Source: an optimization exercise on an open RTL-to-GDS flow (aim: small area, a short achievable clock period and few clock cycles per item). Production flows keep margins and buffers that such runs may drop.
In this exercise RTL edits were held to simulation tests only and were not proved equivalent to the original.

## gamepad_input_qualifier_top
module gamepad_input_qualifier_top #(
  parameter int unsigned HOLD_WIDTH = 16
) (
  input  logic                                  clk_i,
  input  logic                                  rst_ni,
  input  logic [gpq_pkg::IN_TDATA_W-1:0]        s_axis_tdata,
  input  logic                                  s_axis_tvalid,
  output logic                                  s_axis_tready,
  output logic [gpq_pkg::OUT_TDATA_W-1:0]       m_axis_tdata,
  output logic                                  m_axis_tvalid,
  input  logic                                  m_axis_tready,
  input  logic                                  cfg_valid_i,
  output logic                                  cfg_ready_o,
  input  logic [gpq_pkg::CFG_IDX_W-1:0]         cfg_index_i,
  input  logic [gpq_pkg::CFG_DATA_W-1:0]        cfg_data_i
);
==> flow/config.mk <==
export PLATFORM = sky130hd
export DESIGN_NAME = gamepad_input_qualifier_top
export DESIGN_NICKNAME = gamepad_input_qualifier_top
export VERILOG_FILES = /design/flow/design.v
export SDC_FILE = /design/flow/constraint.sdc
export NUM_CORES = 4
export LEC_CHECK = 0
export CAP_MARGIN = 20
export CORE_MARGIN = 2
export CORE_UTILIZATION = 40
export SETUP_SLACK_MARGIN = 5
export SLEW_MARGIN = 20
==> flow/constraint.sdc <==
create_clock -name core_clock -period 8.0 [get_ports {clk_i}]
set_input_delay 1.6000 -clock core_clock [delete_from_list [all_inputs] [get_ports {clk_i}]]
set_output_delay 1.6000 -clock core_clock [all_outputs]
set_load 0.01 [all_outputs]
run.sh (not shown) runs the stock make flow with config.mk's settings and CLKGATE_MAP_FILE= SYNTH_SCRIPT=/design/flow/synth_recipe.tcl, a recipe that flattens the netlist after the stock synthesis.
Testbench counts at the start, summed over its fixed seeds: cycles 4,989, items 4,800.
Change:
--- a/flow/design.v
+++ b/flow/design.v
@@ -85,27 +85,28 @@
 ) (
   input  logic                  clk_i,
   input  logic                  rst_ni,
   input  logic                  step_i,
   input  logic                  active_i,
   output logic [HOLD_WIDTH-1:0] hold_o
 );
   logic [HOLD_WIDTH-1:0] hold_q;
   logic [HOLD_WIDTH-1:0] hold_d;
-  logic [HOLD_WIDTH-1:0] carry;    
-  logic                  inc, clr;
   always_comb begin
-    carry[0] = 1'b1;
-    for (int i = 1; i < HOLD_WIDTH; i++) carry[i] = carry[i-1] && hold_q[i-1];
+    hold_d = hold_q;
+    if (step_i) begin
+      if (!active_i) begin
+        hold_d = '0;
+      end else if (hold_q != '1) begin
+        hold_d = hold_q + HOLD_WIDTH'(1);
+      end
+    end
   end
-  assign inc    = step_i && active_i && !(carry[HOLD_WIDTH-1] && hold_q[HOLD_WIDTH-1]);
-  assign clr    = step_i && !active_i;
-  assign hold_d = clr ? '0 : hold_q ^ (carry & {HOLD_WIDTH{inc}});
   always_ff @(posedge clk_i or negedge rst_ni) begin
     if (!rst_ni) begin
       hold_q <= '0;
     end else begin
       hold_q <= hold_d;
     end
   end
   assign hold_o = hold_q;
 endmodule
@@ -271,59 +272,60 @@
   logic                  sat, qz, gt;
   logic [TW-1:0]         x;
   assign sat = a2_hold == '1;
   assign qz  = a2_qdm == '1;
   assign gt  = a2_asel && (sat ? (a2_qdm != {{(TW-1){1'b1}}, 1'b0}) : (qz || (TW'(a2_hold) > a2_qdm)));
   assign x   = TW'(a2_hold) + ~a2_qdm + TW'(!sat);
   logic [3:0]            cnt_sel;
   logic signed [RW-1:0]  r_init;
   logic [TW-1:0]         x_init;
-  logic [RW-1:0]         d4;    
-  assign d4 = RW'(b0_x >> 4) - RW'(b0_p);
   always_comb begin
     cnt_sel = 4'd8;
     r_init  = '0;
     x_init  = b0_x;
     if ((b0_x >> 8) < b0_p) begin
       cnt_sel = 4'd4; r_init = RW'(b0_x >> 8); x_init = b0_x << 8;
     end
     if ((b0_x >> 6) < b0_p) begin
       cnt_sel = 4'd3; r_init = RW'(b0_x >> 6); x_init = b0_x << 10;
     end
-    if ((b0_x >> 5) < b0_p) begin
-      cnt_sel = 4'd2; r_init = d4;             x_init = b0_x << 12;
-    end
-    if (d4[RW-1]) begin
+    if ((b0_x >> 4) < b0_p) begin
       cnt_sel = 4'd2; r_init = RW'(b0_x >> 4); x_init = b0_x << 12;
     end
     if ((b0_x >> 2) < b0_p) begin
-      cnt_sel = 4'd1; r_init = RW'(b0_x >> 2); x_init = b0_x << 12;   
+      cnt_sel = 4'd1; r_init = RW'(b0_x >> 2); x_init = b0_x << 14;
     end
     if (b0_x < b0_p) begin
       cnt_sel = 4'd0;
     end
   end
   logic signed [RW-1:0]  b1_r2;
-  logic                  b1_long;
-  assign b1_long = b1_cnt >= 4'd2;
   logic                  b1_zero;
   gpq_rem #(.VW(TW)) u_rem1 (
     .rem_i(b1_r), .bits_i(b1_x[TW-1:TW-2]), .div_i(b1_p), .div3_i(b1_p3),
     .rem_o(b1_r2), .zero_o(b1_zero)
   );
   logic signed [RW-1:0]  b2_r2;
-  logic                  b2_zero, b2_done, b2_fire_nx;
+  logic                  b2_zero, b2_done, b2_fire_nx, b2_rz;
+  logic [RW-1:0]         b2_pe;
   gpq_rem #(.VW(TW)) u_rem2 (
     .rem_i(b2_r), .bits_i(b2_x[TW-3:TW-4]), .div_i(b2_p), .div3_i(b2_p3),
     .rem_o(b2_r2), .zero_o(b2_zero)
   );
+  always_comb begin
+    logic ok;
+    b2_pe = RW'(b2_p);
+    ok = !(b2_r[0] ^ b2_pe[0]);
+    for (int i = 1; i < RW; i++) ok = ok && ((b2_r[i] ^ b2_pe[i]) == (b2_r[i-1] | b2_pe[i-1]));
+    b2_rz = ok || (b2_r == '0);
+  end
   assign b2_done    = b2_fin;   
-  assign b2_fire_nx = b2_div ? b2_zero : b2_fire;
+  assign b2_fire_nx = !b2_div ? b2_fire : (b2_cnt == 4'd0) ? b2_rz : b2_zero;
   logic s_v, b2_ok, pop, push;
   assign b2_ok   = b2_v && b2_done;
   assign push    = b2_ok && !s_v;
   assign pop     = o_v && m_axis_tready;
   assign b2_free = !b2_v || push;
   assign b1_free = !b1_v || b2_free;
   assign b0_free = !b0_v || b1_free;
   assign a2_free = !a2_v || b0_free;
   assign a_free  = rdy_q;   
@@ -403,20 +405,20 @@
       b1_cnt  <= cnt_sel;
       b1_div  <= b0_need && (cnt_sel != 4'd0);
       b1_fire <= b0_fire;
     end
     if (b1_adv) begin
       b2_act  <= b1_act;
       b2_x    <= b1_x[TW-3:0];
       b2_p    <= b1_p;
       b2_p3   <= b1_p3;
-      b2_r    <= b1_long ? b1_r2 : b1_r;
-      b2_cnt  <= b1_long ? b1_cnt - 4'd1 : b1_cnt;
+      b2_r    <= b1_r2;
+      b2_cnt  <= b1_cnt - 4'd1;
       b2_fin  <= !b1_div || (b1_cnt <= 4'd2);
       b2_div  <= b1_div;
       b2_fire <= b1_fire;
     end else if (b2_v && !b2_done) begin
       b2_r   <= b2_r2;
       b2_x   <= b2_x << 2;
       b2_cnt <= b2_cnt - 4'd1;
       b2_fin <= b2_cnt <= 4'd2;
     end
Effect: The new run finished with timing, DRC and antenna clean. Cell area goes down by 1.9%. Non-clock buffer count decreases by 63. Final cell count rose by 0.55%. Via count goes up by 2.6%. Global-route usage climbs by 0.39 points. Routed wire length rose by about 1.3%.
Testbench counts after the change, summed over its fixed seeds: cycles 5,173, items 4,800.

port drivers added, routing unchanged:
No port has a modelled driver above. Below, the same layouts with a new extraction and two added sets of constraints. Step 1, drivers: a clkbuf_16 drives clk_i and a buf_2 each remaining input, both assumed. Step 2 also shifts input and output timing later by t, the mid clock arrival at the registers, as if the neighbouring blocks saw the same clock. Slacks: ideal / step 1 / step 2; pairs: ideal / step 1.
run	t (ns)	setup slack, ns	worst hold slack (ns)	cell pins on the clock port's net
the first run	0.790	4.572 / 4.572 / 4.003	0.416 / 0.416 / 0.416	1
the second run	0.805	4.665 / 4.665 / 4.223	0.403 / 0.403 / 0.403	1
After both steps every run listed still meets setup and hold. For the first run, which loses most, drivers alone change the setup slack by 0.000 ns; drivers and shift together by -0.569 ns.
